From an optimization exercise on the open Yosys and OpenROAD flow, aimed at small area, a short achievable clock period and few clock cycles per item; shortcuts taken in it are not production practice.
The RTL was checked by simulation tests, not by an equivalence proof against the original design.
Power and IR drop assume default switching activity.

==> flow/constraint.sdc <==
create_clock -name core_clock -period 5.0 [get_ports {clk}]
set_input_delay 1.0000 -clock core_clock [delete_from_list [all_inputs] [get_ports {clk}]]
set_output_delay 1.0000 -clock core_clock [all_outputs]
set_load 0.01 [all_outputs]
==> flow/design.v <==
`default_nettype none
package tidq_pkg;
    localparam int DEPTH_DEF    = 16;
    localparam int ID_WIDTH_DEF = 16;
    localparam int CMD_W  = 3;
    localparam int STAT_W = 2;
    localparam int POS_W  = 4;
    localparam logic [CMD_W-1:0] CMD_PUSH_FRONT = 3'd0;
    localparam logic [CMD_W-1:0] CMD_PUSH_BACK  = 3'd1;
    localparam logic [CMD_W-1:0] CMD_POP_FRONT  = 3'd2;
    localparam logic [CMD_W-1:0] CMD_POP_BACK   = 3'd3;
    localparam logic [CMD_W-1:0] CMD_REMOVE     = 3'd4;
    localparam logic [CMD_W-1:0] CMD_FIND       = 3'd5;
    localparam logic [STAT_W-1:0] ST_OK    = 2'd0;
    localparam logic [STAT_W-1:0] ST_EMPTY = 2'd1;
    localparam logic [STAT_W-1:0] ST_FULL  = 2'd2;
    typedef enum logic [1:0] {
        S_IDLE,
        S_EXEC,
        S_SCAN,
        S_RESP
    } state_t;
    typedef enum logic [1:0] {
        CELL_HOLD,
        CELL_SHIFT_LEFT,
        CELL_SHIFT_RIGHT,
        CELL_WRITE
    } cell_op_t;
    typedef struct packed {
        cell_op_t op;
        logic     wr;
    } cell_ctl_t;
endpackage
`default_nettype wire
`default_nettype none
module thread_id_deque_with_keyed_removal (
    input  wire logic        clk,
    input  wire logic        rst_n,
    input  wire logic        cmd_valid,
    output logic             cmd_ready,
    input  wire logic [2:0]  cmd,
    input  wire logic [15:0] thread_id,
    output logic             rsp_valid,
    input  wire logic        rsp_ready,
    output logic      [1:0]  status,
    output logic      [15:0] result_id,
    output logic      [3:0]  position,
    output logic      [4:0]  entry_count
);
    localparam int N = 16;
    localparam int W = 16;
    logic          x_v;
    logic [2:0]    x_cmd;
    logic [W-1:0]  x_key;
    logic [N-1:0]  e;           
    logic          f_pf, f_pfnf, f_pb, f_of, f_ob, f_rm, f_fd;
    logic [W-1:0]  st [N];
    logic [4:0]    count;
    logic [N-1:0]  vld;
    logic          o_v;
    logic [21:0]   o_word;
    logic          ofree, fire, accept;
    logic          x_v_n;
    logic          g_pf, g_pfnf, g_pb, g_of, g_ob, g_rm, g_fd;
    logic [2:0]    cmd_n;
    logic [N-1:0]  pb_oh, tail_oh;
    logic [N-1:0]  lm;
    logic [N-1:0]  sl, sr, sk, sh;
    logic [N-1:0]  eq_raw, e_next;
    logic          eq_w;
    logic          full, empty, found, inc, dec;
    logic [W-1:0]  tail_val;
    logic [3:0]    pos;
    logic [N-1:0]  vld_next;
    logic [4:0]    cnt_next;
    logic [1:0]    x_stat;
    logic [W-1:0]  x_id;
    logic [3:0]    x_pos;
    logic [21:0]   x_word;
    assign ofree     = !o_v || rsp_ready;
    assign fire      = x_v && ofree;
    assign cmd_ready = !x_v || ofree;
    assign accept    = cmd_valid && cmd_ready;
    assign g_pf   = f_pf && ofree;
    assign g_pfnf = f_pfnf && ofree;
    assign g_pb   = f_pb && ofree;
    assign g_of   = f_of && ofree;
    assign g_ob   = f_ob && ofree;
    assign g_rm   = f_rm && ofree;
    assign g_fd   = f_fd && ofree;
    assign full  = vld[N-1];
    assign empty = !vld[0];
    always_comb
    begin
        for (int i = 0; i < N; i++)
        begin
            pb_oh[i]   = (i == 0) ? !vld[0] : (vld[(i + N - 1) % N] && !vld[i]);
            tail_oh[i] = (i == N - 1) ? vld[i] : (vld[i] && !vld[(i + 1) % N]);
        end
        for (int i = 0; i < N; i++)
            lm[i] = |(e & N'((32'd2 << i) - 32'd1));
    end
    assign found = lm[N-1];
    assign pos[3] = !lm[7];
    assign pos[2] = (!lm[3] && lm[7]) || !lm[11];
    assign pos[1] = (!lm[1] && lm[3]) || (!lm[5] && lm[7]) || (!lm[9] && lm[11]) || !lm[13];
    assign pos[0] = (!lm[0] && lm[1]) || (!lm[2] && lm[3]) || (!lm[4] && lm[5]) || (!lm[6] && lm[7])
                 || (!lm[8] && lm[9]) || (!lm[10] && lm[11]) || (!lm[12] && lm[13]) || !lm[14];
    always_comb
    begin
        tail_val = '0;
        for (int i = 0; i < N; i++)
            tail_val = tail_val | ({W{tail_oh[i]}} & (st[i] ^ {W{i[0]}}));
    end
    always_comb
    begin
        for (int i = 0; i < N; i++)
        begin
            sl[i] = g_of || (g_rm && lm[i]);
            sr[i] = g_pfnf && (i != 0);
            sk[i] = (g_pfnf && (i == 0)) || (g_pb && pb_oh[i]);
            sh[i] = !(sl[i] || sr[i] || sk[i]);
        end
    end
    for (genvar i = 0; i < N; i++)
    begin : g_eq
        assign eq_raw[i] = (st[i] ^ {W{i % 2 == 1}}) == thread_id;
    end
    assign eq_w = x_key == thread_id;
    always_comb
    begin
        for (int i = 0; i < N; i++)
        begin
            logic k0, kl, kr;
            k0 = sh[i] && vld[i] && !(g_ob && tail_oh[i]);
            kr = sr[i] && vld[(i + N - 1) % N];
            kl = sl[i] && (i != N - 1) && vld[(i + 1) % N];
            e_next[i] = (sk[i] && eq_w)
                     || (kr && eq_raw[(i + N - 1) % N])
                     || (kl && eq_raw[(i + 1) % N])
                     || (k0 && eq_raw[i]);
        end
    end
    assign inc = g_pfnf || (g_pb && !full);
    assign dec = ((g_of || g_ob) && !empty) || (g_rm && found);
    always_comb
    begin
        logic [4:0] cnt_up, cnt_dn;
        cnt_up = count + 5'd1;
        cnt_dn = count - 5'd1;
        for (int i = 0; i < N; i++)
        begin
            if (inc)
                vld_next[i] = (i == 0) ? 1'b1 : vld[(i + N - 1) % N];
            else if (dec)
                vld_next[i] = (i == N - 1) ? 1'b0 : vld[(i + 1) % N];
            else
                vld_next[i] = vld[i];
        end
        cnt_next = inc ? cnt_up : dec ? cnt_dn : count;
    end
    always_comb
    begin
        x_stat[1] = (g_pf || g_pb) && full;
        x_stat[0] = ((g_of || g_ob) && empty) || ((g_rm || g_fd) && !found);
        x_id      = ({W{g_of && !empty}} & st[0])
                  | ({W{g_ob && !empty}} & tail_val)
                  | ({W{(g_rm || g_fd) && found}} & x_key);
        x_pos     = {4{(g_rm || g_fd) && found}} & pos;
        x_word    = {x_stat, x_id, x_pos};
    end
    for (genvar i = 0; i < N; i++)
    begin : g_slot
        logic [W-1:0] r_in, l_in, k_in;
        if (i == N - 1)
        begin : g_last
            assign r_in = '0;
        end
        else
        begin : g_mid_r
            assign r_in = st[i+1];
        end
        if (i == 0)
        begin : g_first
            assign l_in = '0;
        end
        else
        begin : g_mid_l
            assign l_in = st[i-1];
        end
        assign k_in = (i % 2 == 0) ? ~x_key : x_key;
        always_ff @(posedge clk)
        begin
            if (!sh[i])
                st[i] <= ~(({W{sl[i]}} & r_in) | ({W{sr[i]}} & l_in) | ({W{sk[i]}} & k_in));
        end
    end
    always_comb
    begin
        x_v_n = accept || (x_v && !fire);
        cmd_n = accept ? cmd : x_cmd;
    end
    always_ff @(posedge clk or negedge rst_n)
    begin
        if (!rst_n)
        begin
            x_v     <= 1'b0;
            o_v     <= 1'b0;
            count   <= '0;
            vld     <= '0;
            f_pf    <= 1'b0;
            f_pfnf  <= 1'b0;
            f_pb    <= 1'b0;
            f_of    <= 1'b0;
            f_ob    <= 1'b0;
            f_rm    <= 1'b0;
            f_fd    <= 1'b0;
        end
        else
        begin
            x_v     <= x_v_n;
            o_v     <= fire || (o_v && !rsp_ready);
            if (fire)
            begin
                count <= cnt_next;
                vld   <= vld_next;
            end
            f_pf    <= x_v_n && (cmd_n == 3'd0);
            f_pfnf  <= x_v_n && (cmd_n == 3'd0) && !(fire ? vld_next[N-1] : vld[N-1]);
            f_pb    <= x_v_n && (cmd_n == 3'd1);
            f_of    <= x_v_n && (cmd_n == 3'd2);
            f_ob    <= x_v_n && (cmd_n == 3'd3);
            f_rm    <= x_v_n && (cmd_n == 3'd4);
            f_fd    <= x_v_n && (cmd_n == 3'd5);
        end
    end
    always_ff @(posedge clk)
    begin
        if (accept)
        begin
            x_cmd <= cmd;
            x_key <= thread_id;
            e     <= e_next;
        end
        if (fire)
            o_word <= x_word;
    end
    assign rsp_valid   = o_v;
    assign status      = o_word[21:20];
    assign result_id   = o_word[19:4];
    assign position    = o_word[3:0];
    assign entry_count = count;
endmodule
`default_nettype wire
==> flow/config.mk <==
export PLATFORM = sky130hd
export DESIGN_NAME = thread_id_deque_with_keyed_removal
export DESIGN_NICKNAME = thread_id_deque_with_keyed_removal
export VERILOG_FILES = /design/flow/design.v
export SDC_FILE = /design/flow/constraint.sdc
export NUM_CORES = 4
export LEC_CHECK = 0
export CAP_MARGIN = 20
export CORE_MARGIN = 2
export CORE_UTILIZATION = 45
export SETUP_SLACK_MARGIN = 2.8
export SLEW_MARGIN = 20
export TNS_END_PERCENT = 20
==> flow/standard.sh <==
#!/bin/bash
# synth_recipe.tcl (not shown) runs the flow's synth.tcl, then flattens the netlist and writes it again
# the make line also repeats each setting of config.mk as NAME=value (left out here)
make -C /OpenROAD-flow-scripts/flow DESIGN_CONFIG=/design/flow/config.mk WORK_HOME=/design/flow/orfs CLKGATE_MAP_FILE= SYNTH_SCRIPT=/design/flow/synth_recipe.tcl "${@:-finish}"
==> flow/flow/run.sh <==
#!/bin/bash
# The standard layout (the standard.sh, unchanged synthesis and steps),
# with the port buffers that ORFS's buffer_ports inserts made plain buf_4
# cells instead of its default choice of a delay buffer.
set -euo pipefail
export BUFFER_PORTS_ARGS="-buffer_cell sky130_fd_sc_hd__buf_4"
bash standard.sh > standard.log 2>&1
==> impl_metrics.json, run 1 <==
{
  "grt_pass1_vias": 17300,
  "drtIter0Drc": 4515,
  "numCtsBuffers": 40,
  "ys_seq_elements": 343,
  "timing.setup.tns_ns": 0,
  "yosysWarnings": 2,
  "h-tree-depth": 2,
  "drive_gt1_share_pct": 21.2,
  "antenna_left": 0,
  "finalSetupViolCount": 0,
  "min_path_type": "in2async",
  "critPathMaxStageDelay_ns": 0.54,
  "die-area_um2": 47300,
  "cts_tree": "yes",
  "outcome": "timing/DRC/antenna clean",
  "grt_pass1_wl_um": 130000,
  "cp-end-kind": "register",
  "area_delta_synth_final_pct": 17.0,
  "critical_path.max_fanout": 17,
  "met2WireLength_um": 38500,
  "root_buffer": "clkbuf_16",
  "antenna_found_initial": 0,
  "finalNetCount": 1850,
  "synth_ff_type": "edfxtp_1",
  "crit_family": "compound AO/OA/AOI/OAI gates",
  "timing.fmax_mhz": 390,
  "dp_hpwl_um": 62100,
  "initial_core_util_pct": 45.4,
  "met1_length_um": 33800,
  "critPathSlowestCell": "dfrtp_1",
  "power_density_nw_per_um2": 350,
  "hold_viol": 0,
  "rsz0062_at_grt": "yes",
  "fin_worst_skew_ns": 0.0192,
  "maxCapViolCount": 0,
  "syn_area_um2": 20500,
  "diodes": 0,
  "crit_buf_inv": 1,
  "cts.sinks": 343,
  "grt_max_degree": 88,
  "critPathLaunch": "vld[10]",
  "wl_per_cell_um": 37.7,
  "ys_async_sr_fraction_pct": 8.75,
  "tightest_slew_ns": 1.13,
  "peakVddDrop_v": 0.000278,
  "reg2reg_from": "vld[10]",
  "grt_overflow": 0,
  "seq_area_frac_synth_pct": 49.3,
  "drtPass1Iterations": 14,
  "synth.distinct_cells": 81,
  "synth_area_leaders": "edfxtp_1 (45%), xor2_1 (7.4%), a221oi_1 (5.6%)",
  "netlist.area_leader.share_pct": 45.4,
  "clock_latency_ns": 0.58,
  "top_layer": "met4",
  "wirelength_um": 92300,
  "required_ns": 5.32,
  "drv_slew": 0,
  "port_buffers": 51,
  "core_um2": 45200,
  "route.detailed.drc": 0,
  "cts_buffer_depth": 3,
  "synthCells": 1820,
  "postCtsHoldBufs": 0,
  "hold_ws_ns": 0.350,
  "fin_crit_sh_pct": 51.3,
  "gp_congestion": 1.10,
  "finalPower_mw": 8.41,
  "die_w_um": 218,
  "vias": 18600,
  "fin_crit_ns": 2.57,
  "synth_common_cells": "edfxtp_1 (310), nor2_1 (181), xor2_1 (174)",
  "fillers": 3852,
  "cp.depth": 6,
  "rows": 78,
  "cp-start-kind": "register",
  "synth-edff-count": 310,
  "ioPinCount": 52,
  "worstPathCellList": "nor2b_1 > buf_4 > o2bb2ai_1 > a221oi_1 > a31oi_1 > a221o_1",
  "arrival_ns": 2.89,
  "clk_pin_slew_ns": 0.06,
  "syn_avg_cell_area_um2": 11.3,
  "reg2reg_depth": 6,
  "slew_headroom_pct": 24.4,
  "critPathKind": "reg2reg",
  "yosysMostFrequentCell": "edfxtp_1",
  "synth_area_leader_cell": "edfxtp_1",
  "total_leakage_power_nw": 7.44,
  "track_usage_pct": 37.8,
  "die_h_um": 218,
  "viasPerCell": 7.61,
  "dr_wl_met3_um": 14100
}
-- layout make-up --
| cell class | count | area [um^2] | area share, % |
|---|---|---|---|
| multi-input combinational | 1268 | 10400 | 43.2 |
| sequential | 343 | 10100 | 42.2 |
| timing repair buffer | 150 | 1390 | 5.80 |
| clock buffer | 54 | 1090 | 4.56 |
| tap | 600 | 751 | 3.13 |
| clock inverter | 16 | 175 | 0.729 |
| inverter | 20 | 82.6 | 0.344 |
-- through the flow --
| stage | setup slack [ns] | cells | instance area, um^2 | util [%] |
|---|---|---|---|---|
| global placement | 1.27 | 2317 | 21300 | 47.0 |
| finish | 2.43 | 2451 | 24000 | 53.1 |
| global route | 2.43 | 2451 | 24000 | 53.1 |
| floorplan | 2.29 | 1820 | 21000 | - |
| CTS | 2.51 | 2423 | 23300 | 51.5 |
| detailed placement | 1.13 | 2317 | 21300 | 47.0 |
-- where the power goes --
group	internal [mW]	switching, mW	total (mW)
combinational	0.634	1.07	1.71
clock	1.73	1.24	2.98
sequential	3.37	0.360	3.73
-- registers in the layout, indices dropped and copies added (netlist names), 3 cells and up --
register	cells
vld	16
o_word	22
st	256
x_cmd	3
x_key	16
e	16
count	5
-- cell usage in the layout (no fill, tap or decap), types with 19 or more instances in the layout --
master	n
edfxtp_1	310
nor2_1	178
xor2_1	168
a221oi_1	124
buf_4	115
a222oi_1	112
xnor2_1	102
o2bb2ai_1	54
nand4_1	48
clkbuf_16	41
mux2_2	26
o22ai_1	26
nand2_1	25
a21oi_1	22
nand3_1	21
a31oi_1	19
dfrtp_1	19
-- final timing paths --
check,slack (ns),to
setup / recovery,2.43,o_word[17]
hold / removal,0.35,f_pb
setup reg to reg,2.43,o_word[17]
hold reg to reg,0.46,count[4]
max in group asynchronous,4.33,vld[7]
min in group core_clock,0.46,count[4]
-- layer usage --
metal | global-route usage [%] | vias to the layer above
met5 | 0 | -
met4 | 19.6 | 0
met3 | 11.0 | 334
met2 | 54.6 | 1861
met1 | 51.4 | 9115
li1 | - | 7333
-- kinds of logic after synthesis --
| family | Yosys count | synth area share (%) |
|---|---|---|
| compound gates | 510 | 21.0 |
| fa+ha+maj | 4 | 0.280 |
| mux | 32 | 1.73 |
| xor+xnor | 276 | 11.8 |
| flops | 343 | 49.3 |
| simple gates | 437 | 10.9 |
| buf+inv | 218 | 4.98 |
-- worst reg2reg max path, stage by stage (launching register included) --
cell and delay [ns]:
dfrtp_1 0.54, nor2b_1 0.22, buf_4 0.26, o2bb2ai_1 0.19, a221oi_1 0.52, a31oi_1 0.27, a221o_1 0.32
-- what timing repair did --
action | in CTS | in global routing
pin swaps | 23 | 42
setup buffers | 28 | 24
endpoints found under the setup margin | 570 | 502
resized for setup | 109 | 94
gates cloned | 8 | 4
Testbench counts, summed over its fixed seeds: cycles 4,816, items 4,800.
==> run 2: changes to the inputs <==
--- a/flow/design.v
+++ b/flow/design.v
@@ -112,3 +112,3 @@
         for (int i = 0; i < N; i++)
-            tail_val = tail_val | ({W{tail_oh[i]}} & (st[i] ^ {W{i[0]}}));
+            tail_val = tail_val | ({W{tail_oh[i]}} & st[i]);
     end
@@ -126,3 +126,3 @@
     begin : g_eq
-        assign eq_raw[i] = (st[i] ^ {W{i % 2 == 1}}) == thread_id;
+        assign eq_raw[i] = st[i] == thread_id;
     end
@@ -190,7 +190,6 @@
         end
-        assign k_in = (i % 2 == 0) ? ~x_key : x_key;
+        assign k_in = x_key;
         always_ff @(posedge clk)
         begin
-            if (!sh[i])
-                st[i] <= ~(({W{sl[i]}} & r_in) | ({W{sr[i]}} & l_in) | ({W{sk[i]}} & k_in));
+            st[i] <= ({W{sh[i]}} & st[i]) | ({W{sl[i]}} & r_in) | ({W{sr[i]}} & l_in) | ({W{sk[i]}} & k_in);
         end
==> flow/flow/run.sh (replaced) <==
#!/bin/bash
set -euo pipefail
export BUFFER_PORTS_ARGS="-buffer_cell sky130_fd_sc_hd__buf_4"
export REMOVE_ABC_BUFFERS=1
bash standard.sh > standard.log 2>&1
--- a/flow/config.mk
+++ b/flow/config.mk
@@ -10,3 +10,5 @@
 export CORE_UTILIZATION = 45
-export SETUP_SLACK_MARGIN = 2.8
+export CTS_CLUSTER_DIAMETER = 70
+export CTS_CLUSTER_SIZE = 25
+export SETUP_SLACK_MARGIN = 2.6
 export SLEW_MARGIN = 20
==> impl_metrics.json, run 2 <==
{
  "outcome": "timing/DRC/antenna clean",
  "postCtsHoldBufs": 0,
  "route.detailed.drc": 0,
  "ys_async_sr_fraction_pct": 8.75,
  "fin_util_pct": 51.4,
  "h-tree-depth": 1,
  "grt_max_degree": 87,
  "reg2reg_to": "st[4][10]",
  "syn_area_um2": 19400,
  "synth_ff_type": "dfxtp_1",
  "cts_buffer_depth": 3,
  "fin_worst_skew_ns": 0.0203,
  "clock_latency_ns": 0.62,
  "min_path_type": "in2async",
  "viasPerCell": 7.33,
  "ys_seq_elements": 343,
  "clk_pin_slew_ns": 0.10,
  "synth_common_cells": "nand2_1 (538), dfxtp_1 (259), xnor2_1 (210)",
  "core_um2": 42800,
  "syn_avg_cell_area_um2": 8.66,
  "grt_pass1_wl_um": 135000,
  "slew_headroom_pct": 22.7,
  "reg2reg_depth": 5,
  "yosysMostFrequentCell": "nand2_1",
  "largest_reg_flops": 256,
  "port_buffers": 51,
  "cts_tree": "yes",
  "finalSetupViolCount": 0,
  "grt_pass1_vias": 18800,
  "dp_hpwl_um": 63000,
  "antenna_found_initial": 4,
  "hold_viol": 0,
  "arrival_ns": 3.11,
  "die-area_um2": 44800,
  "critical_path.max_fanout": 16,
  "critPathLaunch": "vld[3]",
  "rows": 76,
  "area_delta_synth_final_pct": 13.3,
  "drive_gt1_share_pct": 13.1,
  "drtIter0Drc": 4608,
  "die_w_um": 212,
  "timing.setup.tns_ns": 0,
  "cp-start-kind": "register",
  "maxCapViolCount": 0,
  "required_ns": 5.56,
  "ioPinCount": 52,
  "layout_common_cells": "nand2_1 (534), dfxtp_1 (259), xnor2_1 (210)",
  "synth-edff-count": 54,
  "finalNetCount": 2215,
  "fin_area_um2": 22000,
  "initial_core_util_pct": 45.3,
  "place_area_um2": 20000,
  "top_register": "st",
  "tightest_slew_ns": 1.16,
  "netlist.area_leader.share_pct": 26.7,
  "gp_congestion": 1.06,
  "final_common_cell": "nand2_1",
  "dpl_worst_slack_ns": 1.41,
  "synth.distinct_cells": 66,
  "reg2reg_slack_ns": 2.44,
  "root_buffer": "clkbuf_16",
  "grt_overflow": 0,
  "die_h_um": 212,
  "fin_crit_ns": 2.56,
  "seq_area_frac_synth_pct": 39.0,
  "timing.fmax_mhz": 391,
  "synth_area_leaders": "dfxtp_1 (27%), a222oi_1 (11%), nand2_1 (10%)",
  "fin_crit_sh_pct": 51.2,
  "drv_slew": 0,
  "cp-end-kind": "register",
  "setup_slack_ns": 2.44,
  "rsz0062_at_grt": "yes",
  "critPathKind": "reg2reg",
  "wirelength_um": 94000,
  "power_density_nw_per_um2": 489,
  "wl_per_cell_um": 34.1,
  "reg2reg_from": "vld[3]",
  "yosysWarnings": 2,
  "largest_registers": "st: 256 flops, o_word: 22 flops",
  "track_usage_pct": 41.3,
  "peakVddDrop_v": 0.000298,
  "synthCells": 2240,
  "numCtsBuffers": 28,
  "cts.sinks": 343,
  "synth_area_leader_cell": "dfxtp_1",
  "vias": 20200,
  "antenna_left": 0,
  "total_leakage_power_nw": 8.57,
  "drtPass1Iterations": 12
}
run 2: changes by cell type in the layout (fill, tap and decap cells not counted), sizes merged, moves of 27 or more:
cell,previous run,this run
nand2,40,538
dfxtp,3,259
edfxtp,310,54
nor2,181,63
xnor2,102,210
xor2,174,67
a221oi,131,30
a222oi,112,208
a22oi,17,87
o2bb2ai,54,0
a221o,17,52
mux2,28,1
o21ai,26,53
run 2: repair_timing:
action | 4_1_cts | 5_1_grt
resized for setup | 96 | 39
hold endpoints to repair | 0 | 0
pin swaps | 9 | 3
cloned | 3 | 2
setup endpoints to repair | 306 | 254
buffers inserted | 22 | 10
run 2: worst max-delay path by stage:
stage / end / slack [ns] / cells after the start
final: st[4][10] / 2.44 / 5
after global routing: st[4][10] / 2.43 / 5
after CTS: st[7][10] / 2.44 / 8
after detailed placement: e[0] / 1.41 / 7
after global placement: e[6] / 1.48 / 8
after floorplan: e[1] / -2.74 / 6
run 2: logic make-up (layout without fill, tap and decap cells):
family / after synthesis / in the layout / synth area share [%]
flip-flops: 343 / 343 / 39.0
other: 0 / 1 / 0
AO/OA/AOI/OAI: 556 / 557 / 24.3
adder cells (fa/ha/maj): 4 / 4 / 0.297
AND/OR/NAND/NOR: 794 / 796 / 18.1
buffers and inverters: 252 / 219 / 5.08
multiplexers: 14 / 14 / 0.729
XOR/XNOR: 277 / 277 / 12.5
run 2: final cells by class:
class                   count  area, um^2
inverters                  32         124
repair inverters            1        5.00
repair buffers            134        1190
fillers                  3934       20800
multi-input cells        1648       11400
well taps                 546         683
flip-flops and latches    343        7570
clock inverters            23         270
clock buffers              29         726
diodes                      1        2.50
run 2: per-layer routing:
metal / vias up / track usage, % / routed length [um]
li1: 8321 / - / -
met1: 9693 / 55.4 / 35400
met2: 1795 / 58.2 / 37400
met3: 385 / 11.8 / 13900
met4: 6 / 25.4 / 7140
met5: - / 0 / 37
run 2: power by group:
part           total, mW  internal [mW]  leakage (nW)  switching, mW
sequential          5.67           3.65          3.05           2.02
clock               2.47           1.18         0.487           1.29
combinational       2.59           1.27          5.04           1.33
total               10.7           6.11          8.57           4.63
run 2: metrics by stage:
step | total power [mW] | std cells | hold WS, ns
after floorplan | 6.46 | 2020 | 0.446
after global placement | 7.91 | 2665 | 0.460
after detailed placement | 7.98 | 2667 | 0.458
after CTS | 10.5 | 2744 | 0.303
after global routing | 11.1 | 2756 | 0.334
final | 10.7 | 2757 | 0.303
run 2: worst max-delay path, cell delays in order, from the launching register on:
cell and delay (ns):
dfrtp_1 0.58, nor2b_1 0.43, buf_4 0.36, and3_1 0.83, a222oi_1 0.15, nand2_1 0.13
Testbench counts of run 2, summed over its fixed seeds: cycles 4,816, items 4,800.
==> run 3: changes to the inputs <==
--- a/flow/config.mk
+++ b/flow/config.mk
@@ -9,3 +9,3 @@
 export CORE_MARGIN = 2
-export CORE_UTILIZATION = 45
+export CORE_UTILIZATION = 50
 export CTS_CLUSTER_DIAMETER = 70
==> impl_metrics.json, run 3 <==
{
  "outcome": "timing/DRC/antenna clean",
  "drv_slew": 0,
  "fin_worst_skew_ns": 0.0190,
  "setup_slack_ns": 2.40,
  "wl_per_cell_um": 33.4,
  "hold_viol": 0,
  "fin_crit_ns": 2.60,
  "yosysMostFrequentCell": "nand2_1",
  "ioPinCount": 52,
  "route.detailed.drc": 0,
  "syn_area_um2": 19400,
  "ys_seq_elements": 343,
  "synth_area_leaders": "dfxtp_1 (27%), a222oi_1 (11%), nand2_1 (10%)",
  "largest_registers": "st: 256 flops, o_word: 22 flops",
  "clock_latency_ns": 0.60,
  "netlist.area_leader.share_pct": 26.7,
  "required_ns": 5.34,
  "grt_pass1_vias": 18200,
  "root_buffer": "clkbuf_16",
  "core_um2": 38500,
  "viasPerCell": 7.39,
  "final_common_cell": "nand2_1",
  "seq_area_frac_synth_pct": 39.0,
  "ys_async_sr_fraction_pct": 8.75,
  "cts.sinks": 343,
  "numCtsBuffers": 26,
  "synth_common_cells": "nand2_1 (538), dfxtp_1 (259), xnor2_1 (210)",
  "cp-end-kind": "register",
  "peakVddDrop_v": 0.000381,
  "clk_pin_slew_ns": 0.10,
  "wirelength_um": 91000,
  "top_register": "st",
  "synth_area_leader_cell": "dfxtp_1",
  "synth-edff-count": 54,
  "arrival_ns": 2.94,
  "drtPass1Iterations": 14,
  "power_density_nw_per_um2": 493,
  "syn_avg_cell_area_um2": 8.66,
  "timing.fmax_mhz": 385,
  "synth_ff_type": "dfxtp_1",
  "track_usage_pct": 43.2,
  "total_leakage_power_nw": 8.48,
  "antenna_found_initial": 0,
  "drtIter0Drc": 4719,
  "layout_common_cells": "nand2_1 (533), dfxtp_1 (259), xnor2_1 (210)",
  "grt_overflow": 0,
  "rows": 72,
  "synthCells": 2240,
  "cts_buffer_depth": 3,
  "synth.distinct_cells": 66,
  "cts_tree": "yes",
  "drive_gt1_share_pct": 12.8,
  "fin_crit_sh_pct": 52.0,
  "cp-start-kind": "register",
  "area_delta_synth_final_pct": 12.2,
  "finalNetCount": 2208,
  "min_path_type": "in2async",
  "dp_hpwl_um": 60900,
  "tightest_slew_ns": 0.944,
  "dpl_worst_slack_ns": 1.20,
  "fillers": 3511,
  "largest_reg_flops": 256,
  "yosysWarnings": 2,
  "critical_path.max_fanout": 18,
  "vias": 20100,
  "die-area_um2": 40400,
  "slew_headroom_pct": 37.1,
  "gp_congestion": 1.01,
  "grt_max_degree": 93,
  "grt_pass1_wl_um": 130000,
  "finalPower_mw": 10.7,
  "maxCapViolCount": 0,
  "die_h_um": 201,
  "rsz0062_at_grt": "yes",
  "critPathKind": "reg2reg",
  "finalSetupViolCount": 0,
  "fin_util_pct": 56.6,
  "h-tree-depth": 1,
  "antenna_left": 0,
  "die_w_um": 201,
  "initial_core_util_pct": 50.4,
  "port_buffers": 51
}
-- run 3: changes by cell type in the layout (fill, tap and decap cells not counted), moves of 3 or more --
cell | previous run | this run
and3_4 | 1 | 4
a221oi_1 | 18 | 21
buf_4 | 107 | 111
nor4_1 | 18 | 21
nor2_1 | 57 | 54
buf_12 | 5 | 1
nor2_2 | 2 | 6
-- run 3: cells by family after synthesis --
family          synth area share, %
simple gates                   18.1
compound gates                 24.3
flops                          39.0
xor+xnor                       12.5
buf+inv                        5.08
mux                           0.729
fa+ha+maj                     0.297
-- run 3: power breakdown --
part,switching (mW),internal (mW)
Sequential,1.95,3.65
Clock,1.28,1.23
Combinational,1.35,1.26
Total,4.58,6.15
-- run 3: final timing paths --
path	depth (start not counted)	slack [ns]	end	startpoint
min in group core_clock	1	0.48	count[4]	count[4]
max	6	2.40	o_word[4]	vld[9]
min	1	0.31	count[4]	rst_n
min reg2reg	1	0.48	count[4]	count[4]
max in group asynchronous	1	4.35	vld[0]	rst_n
max reg2reg	6	2.40	o_word[4]	vld[9]
-- run 3: per-stage QoR --
step           TNS, ns  instances  hold slack (ns)  area [um^2]
6_report             0       2722            0.314        21800
5_1_grt              0       2719            0.336        21800
4_1_cts              0       2710            0.323        21500
3_5_place_dp         0       2645            0.476        20000
3_3_place_gp         0       2644            0.465        20000
2_1_floorplan  -420.47       2020            0.446        18500
-- run 3: layout make-up --
class / count / area, um^2 / area share, %
diodes: 3 / 7.51 / 0.0345
clock buffers: 27 / 676 / 3.10
clock inverters: 21 / 330 / 1.52
inverters: 32 / 120 / 0.552
multi-input cells: 1647 / 11300 / 52.1
flip-flops and latches: 343 / 7570 / 34.8
well taps: 518 / 648 / 2.98
repair buffers: 131 / 1080 / 4.96
-- run 3: critical path, cell delays in order (launching register included) --
cell      delay [ns]
dfrtp_2         0.51
nor2b_1         0.16
buf_4           0.24
a22o_1          0.28
a221oi_2        0.47
a31oi_1         0.32
a221o_1         0.34
-- run 3: per-layer routing --
metal  track usage, %  wire [um]  vias up
met4             26.7       7090        0
met3             13.3      14800      375
met2             59.8      36000     1840
li1                 -          -     8319
met5                0          0        -
met1             58.5      33100     9590
-- run 3: what timing repair did --
action,4_1_cts,5_1_grt
setup buffers,17,7
gates resized for setup,89,38
hold buffers,0,0
setup endpoints to repair,294,260
gates cloned,0,2
pin swaps,9,15
endpoints found under the hold margin,0,0
==> run 4: changes to the inputs <==
--- a/flow/config.mk
+++ b/flow/config.mk
@@ -9,6 +9,6 @@
 export CORE_MARGIN = 2
-export CORE_UTILIZATION = 50
+export CORE_UTILIZATION = 45
 export CTS_CLUSTER_DIAMETER = 70
 export CTS_CLUSTER_SIZE = 25
-export SETUP_SLACK_MARGIN = 2.6
+export SETUP_SLACK_MARGIN = 2.4
 export SLEW_MARGIN = 20
==> impl_metrics.json, run 4 <==
{
  "die_w_um": 212,
  "largest_reg_flops": 256,
  "syn_area_um2": 19400,
  "finalPower_mw": 10.6,
  "clk_pin_slew_ns": 0.09,
  "tightest_slew_ns": 1.16,
  "area_delta_synth_final_pct": 10.1,
  "clock_latency_ns": 0.61,
  "peakVddDrop_v": 0.000277,
  "required_ns": 5.36,
  "ys_async_sr_fraction_pct": 8.75,
  "rsz0062_at_grt": "yes",
  "critPathKind": "reg2reg",
  "die_h_um": 212,
  "cts.sinks": 343,
  "vias": 20000,
  "fin_crit_sh_pct": 57.4,
  "synth_ff_type": "dfxtp_1",
  "wirelength_um": 92600,
  "ys_seq_elements": 343,
  "die-area_um2": 44800,
  "numCtsBuffers": 28,
  "maxCapViolCount": 0,
  "finalSetupViolCount": 0,
  "cp-start-kind": "register",
  "slew_headroom_pct": 22.6,
  "synth_area_leader_cell": "dfxtp_1",
  "drv_slew": 0,
  "h-tree-depth": 1,
  "drive_gt1_share_pct": 9.99,
  "seq_area_frac_synth_pct": 39.0,
  "fin_area_um2": 21300,
  "syn_avg_cell_area_um2": 8.66,
  "place_area_um2": 20000,
  "final_common_cell": "nand2_1",
  "initial_core_util_pct": 45.3,
  "critical_path.max_fanout": 23,
  "drtIter0Drc": 4565,
  "fin_crit_ns": 2.87,
  "synth_common_cells": "nand2_1 (538), dfxtp_1 (259), xnor2_1 (210)",
  "synth.distinct_cells": 66,
  "arrival_ns": 3.23,
  "min_path_type": "in2async",
  "cp-end-kind": "register",
  "postCtsHoldBufs": 0,
  "hold_ws_ns": 0.308,
  "largest_registers": "st: 256 flops, o_word: 22 flops",
  "rows": 76,
  "timing.fmax_mhz": 348,
  "drtPass1Iterations": 13,
  "grt_max_degree": 87,
  "cts_tree": "yes",
  "power_density_nw_per_um2": 498,
  "finalNetCount": 2197,
  "total_leakage_power_nw": 8.37,
  "core_um2": 42800,
  "diodes": 0,
  "port_buffers": 51,
  "root_buffer": "clkbuf_16",
  "grt_overflow": 0,
  "ioPinCount": 52,
  "viasPerCell": 7.31,
  "antenna_left": 0,
  "antenna_found_initial": 2,
  "route.detailed.drc": 0,
  "yosysMostFrequentCell": "nand2_1",
  "synth_area_leaders": "dfxtp_1 (27%), a222oi_1 (11%), nand2_1 (10%)",
  "top_register": "st",
  "fin_util_pct": 49.9,
  "layout_common_cells": "nand2_1 (536), dfxtp_1 (259), xnor2_1 (210)",
  "grt_pass1_vias": 18600,
  "timing.setup.tns_ns": 0,
  "yosysWarnings": 2,
  "wl_per_cell_um": 33.8,
  "grt_pass1_wl_um": 133000,
  "netlist.area_leader.share_pct": 26.7,
  "fin_worst_skew_ns": 0.0222,
  "dp_hpwl_um": 63000,
  "synthCells": 2240,
  "synth-edff-count": 54,
  "track_usage_pct": 40.5,
  "reg2reg_slack_ns": 2.13,
  "outcome": "timing/DRC/antenna clean",
  "hold_viol": 0,
  "gp_congestion": 1.06,
  "cts_buffer_depth": 3
}
## run 4: worst max-delay path: stages (launching register included)
cell and delay (ns):
dfrtp_1 0.33, buf_4 0.37, nor2b_1 0.10, buf_4 0.26
a22oi_1 0.59, nand4_1 0.19, nor2_1 0.40, nor2_1 0.08
a221o_1 0.29
## run 4: repair_timing
item                       CTS  global route
gates resized for setup     27            13
pin swaps                    4             0
setup buffers               17             0
gates cloned                 0             1
setup endpoints to repair  177           208
## run 4: worst paths after layout
| kind | from | to | depth (start not counted) |
|---|---|---|---|
| max | vld[15] | o_word[10] | 8 |
| min | rst_n | vld[5] | 1 |
| max reg2reg | vld[15] | o_word[10] | 8 |
| min reg2reg | count[4] | count[4] | 1 |
| max in group asynchronous | rst_n | vld[6] | 1 |
| min in group core_clock | count[4] | count[4] | 1 |
## run 4: metrics by stage
| step | setup slack [ns] | instances |
|---|---|---|
| after global routing | 2.15 | 2738 |
| after global placement | 1.48 | 2665 |
| after CTS | 2.17 | 2736 |
| after floorplan | -2.74 | 2020 |
| final | 2.13 | 2738 |
| after detailed placement | 1.41 | 2667 |
## run 4: kinds of logic (layout without fill, tap and decap cells)
kind of cell               Yosys count  after routing  share of synthesized area, %
and+or+nand+nor                    794            795                          18.1
muxes                               14             14                         0.729
adders and majority gates            4              4                         0.297
DFF                                343            343                          39.0
AOI/OAI and AO/OA                  556            556                          24.3
buffers and inverters              252            203                          5.08
xor gates and xnor gates           277            277                          12.5
## run 4: layout make-up
class | instances | area (um^2)
inverter | 32 | 120
sequential | 343 | 7560
clock buffer | 29 | 726
fill | 4000 | 21400
clock inverter | 23 | 270
tap | 546 | 683
timing repair buffer | 119 | 937
multi-input combinational | 1646 | 11100
## run 4: where the power goes
group / leakage, nW / switching, mW / total (mW) / internal (mW)
Combinational: 4.83 / 1.29 / 2.53 / 1.24
Clock: 0.487 / 1.27 / 2.46 / 1.18
Sequential: 3.06 / 1.99 / 5.65 / 3.65
Total: 8.37 / 4.55 / 10.6 / 6.07
## run 4: metal layers
layer / up-vias / wire, um / GRT usage [%]
met5: - / 31 / 0
met4: 4 / 7250 / 25.6
li1: 8278 / - / -
met2: 1800 / 36700 / 57.0
met3: 375 / 14000 / 11.8
met1: 9571 / 34500 / 54.3
==> run 5: changes to the inputs <==
--- a/flow/config.mk
+++ b/flow/config.mk
@@ -12,4 +12,4 @@
 export CTS_CLUSTER_SIZE = 25
-export SETUP_SLACK_MARGIN = 2.4
+export SETUP_SLACK_MARGIN = 2.6
 export SLEW_MARGIN = 20
-export TNS_END_PERCENT = 20
+export TNS_END_PERCENT = 10
==> impl_metrics.json, run 5 <==
{
  "outcome": "timing/DRC/antenna clean",
  "fin_crit_sh_pct": 53.0,
  "top_register": "st",
  "reg2reg_depth": 7,
  "syn_avg_cell_area_um2": 8.66,
  "area_delta_synth_final_pct": 12.5,
  "multi_input_area_um2": 11300,
  "finalPower_mw": 10.7,
  "slew_headroom_pct": 20.9,
  "numCtsBuffers": 28,
  "regArea_um2": 7560,
  "timing.fmax_mhz": 377,
  "grt_pass1_vias": 18700,
  "postCtsHoldBufs": 0,
  "hold_viol": 0,
  "rows": 76,
  "drtIter0Drc": 4142,
  "antenna_found_initial": 3,
  "final_common_cell": "nand2_1",
  "cts_tree": "yes",
  "power_density_nw_per_um2": 490,
  "critPathKind": "reg2reg",
  "grt_pass1_wl_um": 134000,
  "final_cells": 2749,
  "synth_area_leaders": "dfxtp_1 (27%), a222oi_1 (11%), nand2_1 (10%)",
  "maxCapViolCount": 0,
  "wirelength_um": 93200,
  "clk_pin_slew_ns": 0.09,
  "ys_seq_elements": 343,
  "cp-start-kind": "register",
  "fillers": 3961,
  "cts.sinks": 343,
  "yosysWarnings": 2,
  "critPathLaunch": "vld[14]",
  "synth.distinct_cells": 66,
  "yosysMostFrequentCell": "nand2_1",
  "reg2reg_to": "o_word[16]",
  "timing.setup.tns_ns": 0,
  "fin_worst_skew_ns": 0.0181,
  "synth-edff-count": 54,
  "finalSetupViolCount": 0,
  "antenna_left": 0,
  "required_ns": 5.36,
  "largest_registers": "st: 256 flops, o_word: 22 flops",
  "drv_slew": 0,
  "clock_latency_ns": 0.61,
  "drive_gt1_share_pct": 12.3,
  "tightest_slew_ns": 1.17,
  "route.detailed.drc": 0,
  "rsz0062_at_grt": "yes",
  "h-tree-depth": 1,
  "largest_reg_flops": 256,
  "setup_slack_ns": 2.35,
  "critical_path.max_fanout": 18,
  "synth_common_cells": "nand2_1 (538), dfxtp_1 (259), xnor2_1 (210)",
  "dpl_worst_slack_ns": 1.41,
  "track_usage_pct": 40.8,
  "seq_area_frac_synth_pct": 39.0,
  "peakVddDrop_v": 0.000296,
  "grt_overflow": 0,
  "fin_crit_ns": 2.65,
  "port_buffers": 51,
  "gp_congestion": 1.06,
  "vias": 20200,
  "cts_buffer_depth": 3,
  "drtPass1Iterations": 14,
  "syn_area_um2": 19400,
  "root_buffer": "clkbuf_16",
  "viasPerCell": 7.33,
  "die_h_um": 212,
  "grt_max_degree": 87,
  "synthCells": 2240,
  "core_um2": 42800,
  "initial_core_util_pct": 45.3,
  "ys_async_sr_fraction_pct": 8.75,
  "ioPinCount": 52,
  "place_inst": 2667,
  "synth_ff_type": "dfxtp_1",
  "layout_common_cells": "nand2_1 (534), dfxtp_1 (259), xnor2_1 (210)",
  "finalNetCount": 2207,
  "cp-end-kind": "register",
  "dp_hpwl_um": 63000,
  "netlist.area_leader.share_pct": 26.7,
  "synth_area_leader_cell": "dfxtp_1",
  "arrival_ns": 3.01,
  "die-area_um2": 44800,
  "reg2reg_from": "vld[14]",
  "wl_per_cell_um": 33.9,
  "total_leakage_power_nw": 8.51,
  "min_path_type": "in2async",
  "die_w_um": 212,
  "reg2reg_slack_ns": 2.35,
  "crit_path_end": "o_word[16]"
}
-- run 5: cell types whose count changed in the layout (fill, tap and decap cells not counted), sizes merged --
cell,change
a31o,+1
buf,+8
diode,+1
nor2,+1
-- run 5: critical path: stages, from the launching register on --
cell and delay [ns]:
dfrtp_1 0.49, nor2b_1 0.18, buf_4 0.25, a22oi_1 0.44
nand4_1 0.29, nor2_1 0.36, nor2_1 0.09, a221o_1 0.29
-- run 5: area by class of cell --
cell class	count	share of cell area, %
multi-input cells	1648	51.9
inverters	32	0.551
repair buffers	127	5.11
diodes	1	0.0115
clock inverters	23	1.24
clock buffers	29	3.33
well taps	546	3.13
flip-flops and latches	343	34.7
-- run 5: kinds of logic after synthesis --
logic type | count (synthesis) | synth area share (%)
AO/OA/AOI/OAI | 556 | 24.3
XOR/XNOR | 277 | 12.5
adder cells (fa/ha/maj) | 4 | 0.297
buffers and inverters | 252 | 5.08
flip-flops | 343 | 39.0
multiplexers | 14 | 0.729
AND/OR/NAND/NOR | 794 | 18.1
-- run 5: timing repair --
| item | 4_1_cts | 5_1_grt |
|---|---|---|
| endpoints found under the setup margin | 306 | 268 |
| gates resized for setup | 73 | 43 |
| pin swaps | 9 | 8 |
| setup buffers | 20 | 6 |
| cloned | 2 | 1 |
-- run 5: metal layers --
| metal | GRT usage, % | wire length, um |
|---|---|---|
| met5 | 0 | 106 |
| met4 | 24.6 | 6770 |
| met3 | 11.5 | 13600 |
| met2 | 58.0 | 37600 |
| met1 | 54.8 | 35200 |
-- run 5: how the worst min path moves through the flow --
stage          slack, ns  endpoint  cells after the start      from
5_1_grt             0.33    vld[5]                      1     rst_n
3_5_place_dp        0.46  count[4]                      1  count[4]
6_report            0.31      f_of                      1     rst_n
3_3_place_gp        0.46  count[4]                      1  count[4]
4_1_cts             0.30    vld[5]                      1     rst_n
2_1_floorplan       0.45  x_cmd[2]                      2  x_cmd[2]
-- run 5: stage by stage --
stage                     cell area (um^2)  utilization, %  hold slack (ns)
after CTS                            21500            50.3            0.303
after detailed placement             20000            46.8            0.458
after floorplan                      18500               -            0.446
final                                21800            51.0            0.308
after global placement               20000            46.7            0.460
after global routing                 21800            51.0            0.334
-- run 5: power breakdown --
group	switching [mW]	internal (mW)	total (mW)	leakage, nW
registers	2.00	3.66	5.66	3.05
logic	1.31	1.26	2.57	4.97
clock network	1.28	1.18	2.46	0.487
total	4.59	6.10	10.7	8.51
==> run 6: changes to the inputs <==
==> flow/run.sh (new file) <==
#!/bin/bash
# synth_recipe.tcl (not shown) runs the flow's synth.tcl, then flattens the netlist and writes it again
# the make line also repeats each setting of config.mk as NAME=value (left out here)
make -C /OpenROAD-flow-scripts/flow DESIGN_CONFIG=/design/flow/config.mk WORK_HOME=/design/flow/orfs CLKGATE_MAP_FILE= SYNTH_SCRIPT=/design/flow/synth_recipe.tcl finish
--- a/flow/config.mk
+++ b/flow/config.mk
@@ -14,2 +14,2 @@
 export SLEW_MARGIN = 20
-export TNS_END_PERCENT = 10
+export TNS_END_PERCENT = 20
removed: flow/flow/run.sh
removed: flow/standard.sh
==> impl_metrics.json, run 6 <==
{
  "fin_area_um2": 22400,
  "reg2reg_depth": 6,
  "fin_crit_sh_pct": 52.7,
  "fillers": 3977,
  "power_density_nw_per_um2": 491,
  "drtIter0Drc": 4387,
  "reg2reg_to": "o_word[13]",
  "clock_latency_ns": 0.62,
  "grt_pass1_vias": 18400,
  "crit_path_end": "o_word[13]",
  "h-tree-depth": 1,
  "fin_crit_ns": 2.64,
  "wirelength_um": 90600,
  "min_from": "count[4]",
  "core_um2": 42800,
  "route.detailed.drc": 0,
  "final_common_cell": "nand2_1",
  "antenna_found_initial": 2,
  "cts_tree": "yes",
  "grt_overflow": 0,
  "worstPathCellList": "nor2b_1 > buf_4 > a22o_1 > a221oi_1 > a31oi_1 > a221o_1",
  "diodes": 0,
  "synth_area_leaders": "dfxtp_1 (27%), a222oi_1 (11%), nand2_1 (10%)",
  "drive_gt1_share_pct": 12.6,
  "grt_max_degree": 64,
  "netlist.area_leader.share_pct": 26.7,
  "cts_buffer_depth": 3,
  "hold_viol": 0,
  "synth_ff_type": "dfxtp_1",
  "maxCapViolCount": 0,
  "gp_congestion": 1.05,
  "die_w_um": 212,
  "yosysMostFrequentCell": "nand2_1",
  "total_leakage_power_nw": 8.83,
  "final_cells": 2789,
  "syn_area_um2": 19400,
  "syn_avg_cell_area_um2": 8.66,
  "largest_registers": "st: 256 flops, o_word: 22 flops",
  "fin_worst_skew_ns": 0.0302,
  "finalNetCount": 2246,
  "vias": 20000,
  "drtPass1Iterations": 17,
  "critPathMaxStageDelay_ns": 0.61,
  "ys_seq_elements": 343,
  "initial_core_util_pct": 45.3,
  "outcome": "timing/DRC/antenna clean",
  "critPathLaunch": "vld[8]",
  "grt_pass1_wl_um": 129000,
  "seq_area_frac_synth_pct": 39.0,
  "critical_path.max_fanout": 18,
  "arrival_ns": 2.97,
  "timing.fmax_mhz": 379,
  "peakVddDrop_v": 0.000256,
  "reg2reg_from": "vld[8]",
  "postCtsHoldBufs": 0,
  "viasPerCell": 7.17,
  "synth_common_cells": "nand2_1 (538), dfxtp_1 (259), xnor2_1 (210)",
  "critPathKind": "reg2reg",
  "largest_reg_flops": 256,
  "synthCells": 2240,
  "die_h_um": 212,
  "rsz0062_at_grt": "yes",
  "synth-edff-count": 54,
  "finalSetupViolCount": 0,
  "slew_headroom_pct": 27.3,
  "antenna_left": 0,
  "required_ns": 5.33,
  "place_area_um2": 20400,
  "critPathSlowestCell": "a221oi_1",
  "tightest_slew_ns": 1.09,
  "top_register": "st",
  "dp_hpwl_um": 62700,
  "cp-end-kind": "register",
  "track_usage_pct": 39.2,
  "place_inst": 2690,
  "drv_slew": 0,
  "cts.sinks": 343,
  "timing.setup.tns_ns": 0,
  "min_path_type": "reg2reg",
  "synth_area_leader_cell": "dfxtp_1",
  "numCtsBuffers": 30,
  "hold_ws_ns": 0.483,
  "cp-start-kind": "register",
  "area_delta_synth_final_pct": 15.4,
  "ys_async_sr_fraction_pct": 8.75,
  "wl_per_cell_um": 32.5,
  "root_buffer": "clkbuf_16",
  "port_buffers": 51,
  "fin_util_pct": 52.3,
  "layout_common_cells": "nand2_1 (529), dfxtp_1 (259), a222oi_1 (208)",
  "synth.distinct_cells": 66,
  "yosysWarnings": 2,
  "reg2reg_slack_ns": 2.36,
  "die-area_um2": 44800,
  "ioPinCount": 52,
  "clk_pin_slew_ns": 0.08,
  "rows": 76
}
[run 6: cell counts after synthesis]
No cell type changed its count.
[run 6: power by group]
| group | switching [mW] | total [mW] | internal, mW |
|---|---|---|---|
| Combinational | 1.61 | 2.95 | 1.35 |
| Sequential | 1.75 | 5.41 | 3.66 |
| Clock | 1.34 | 2.63 | 1.29 |
[run 6: cell type report]
type	instances	area, um^2	share of cell area (%)
tap	546	683	3.05
clock inverter	21	293	1.31
clock buffer	35	801	3.58
inverter	32	124	0.553
multi-input combinational	1649	11400	51.1
timing repair buffer	163	1490	6.64
sequential	343	7570	33.8
[run 6: repair_timing]
action | in CTS | in global routing
resized for setup | 152 | 35
setup endpoints to repair | 373 | 360
buffers inserted | 24 | 13
gates cloned | 3 | 3
pin swaps | 19 | 32
[run 6: how the worst min path moves through the flow]
stage	end	slack (ns)	depth (start not counted)
after floorplan	x_cmd[2]	0.45	2
after global placement	count[4]	0.46	1
after detailed placement	count[4]	0.48	1
after CTS	count[4]	0.49	1
after global routing	count[4]	0.50	1
final	count[4]	0.48	1
[run 6: worst max-delay path: cells and delay by family, from the launching register on]
kind | cells | cell delay [ns]
and+or+nand+nor | 1 | 0.19
buffers and inverters | 1 | 0.23
AOI/OAI and AO/OA | 4 | 1.41
DFF | 1 | 0.51
[run 6: kinds of logic (layout without fill, tap and decap cells)]
logic type	count (synthesis)	after routing	share of synthesized area (%)
AND/OR/NAND/NOR	794	797	18.1
AO/OA/AOI/OAI	556	557	24.3
flip-flops	343	343	39.0
XOR/XNOR	277	277	12.5
buffers and inverters	252	251	5.08
multiplexers	14	14	0.729
adder cells (fa/ha/maj)	4	4	0.297
[run 6: through the flow]
step / total power, mW / worst slack [ns]
detailed placement: 8.05 / 1.08
global route: 11.4 / 2.42
finish: 11.0 / 2.36
global placement: 7.99 / 1.11
CTS: 10.8 / 2.45
floorplan: 6.59 / 2.42
[run 6: metal layers]
| metal | GRT usage [%] | routed length, um | part of all wire, % |
|---|---|---|---|
| met5 | 0 | 0 | 0 |
| met3 | 10.3 | 12400 | 14 |
| met1 | 54.3 | 35500 | 39 |
| met2 | 56.9 | 37500 | 41 |
| met4 | 18.2 | 5190 | 5.7 |

[afterwards: timing with drivers on the ports]
Ports are ideal in the flow. The routed layouts listed here were re-timed in OpenROAD. Step 1: set_driving_cell puts a clkbuf_16 on clk and a buf_2 on each other input, an assumption about the parent block. Step 2 times the ports against the registers' clock, not the clock port: input delays grow and output delays shrink by t, the midpoint of the rising clock arrivals with the driver on. a / b / c = ideal / step 1 / step 2; a / b = the first two.
run	t, ns	setup slack, ns	worst hold slack (ns)	slew at the worst register clock pin (ns)	cell pins on the clock port's net
run 1	0.631	2.434 / 2.434 / 1.898	0.350 / 0.319 / 0.461	0.07 / 0.07	1
run 2	0.660	2.442 / 2.431 / 1.836	0.303 / 0.272 / 0.468	0.10 / 0.10	1
run 3	0.643	2.402 / 2.402 / 1.787	0.314 / 0.283 / 0.485	0.10 / 0.10	1
run 4	0.661	2.130 / 2.130 / 1.519	0.308 / 0.273 / 0.469	0.09 / 0.09	1
run 5	0.661	2.351 / 2.351 / 1.822	0.308 / 0.275 / 0.468	0.09 / 0.09	1
run 6	0.667	2.363 / 2.363 / 1.900	0.483 / 0.483 / 0.483	0.09 / 0.09	1
After both steps setup and hold are still met in every run listed. For run 3, which loses most, drivers alone change the setup slack by 0.000 ns; drivers and shift together by -0.615 ns.
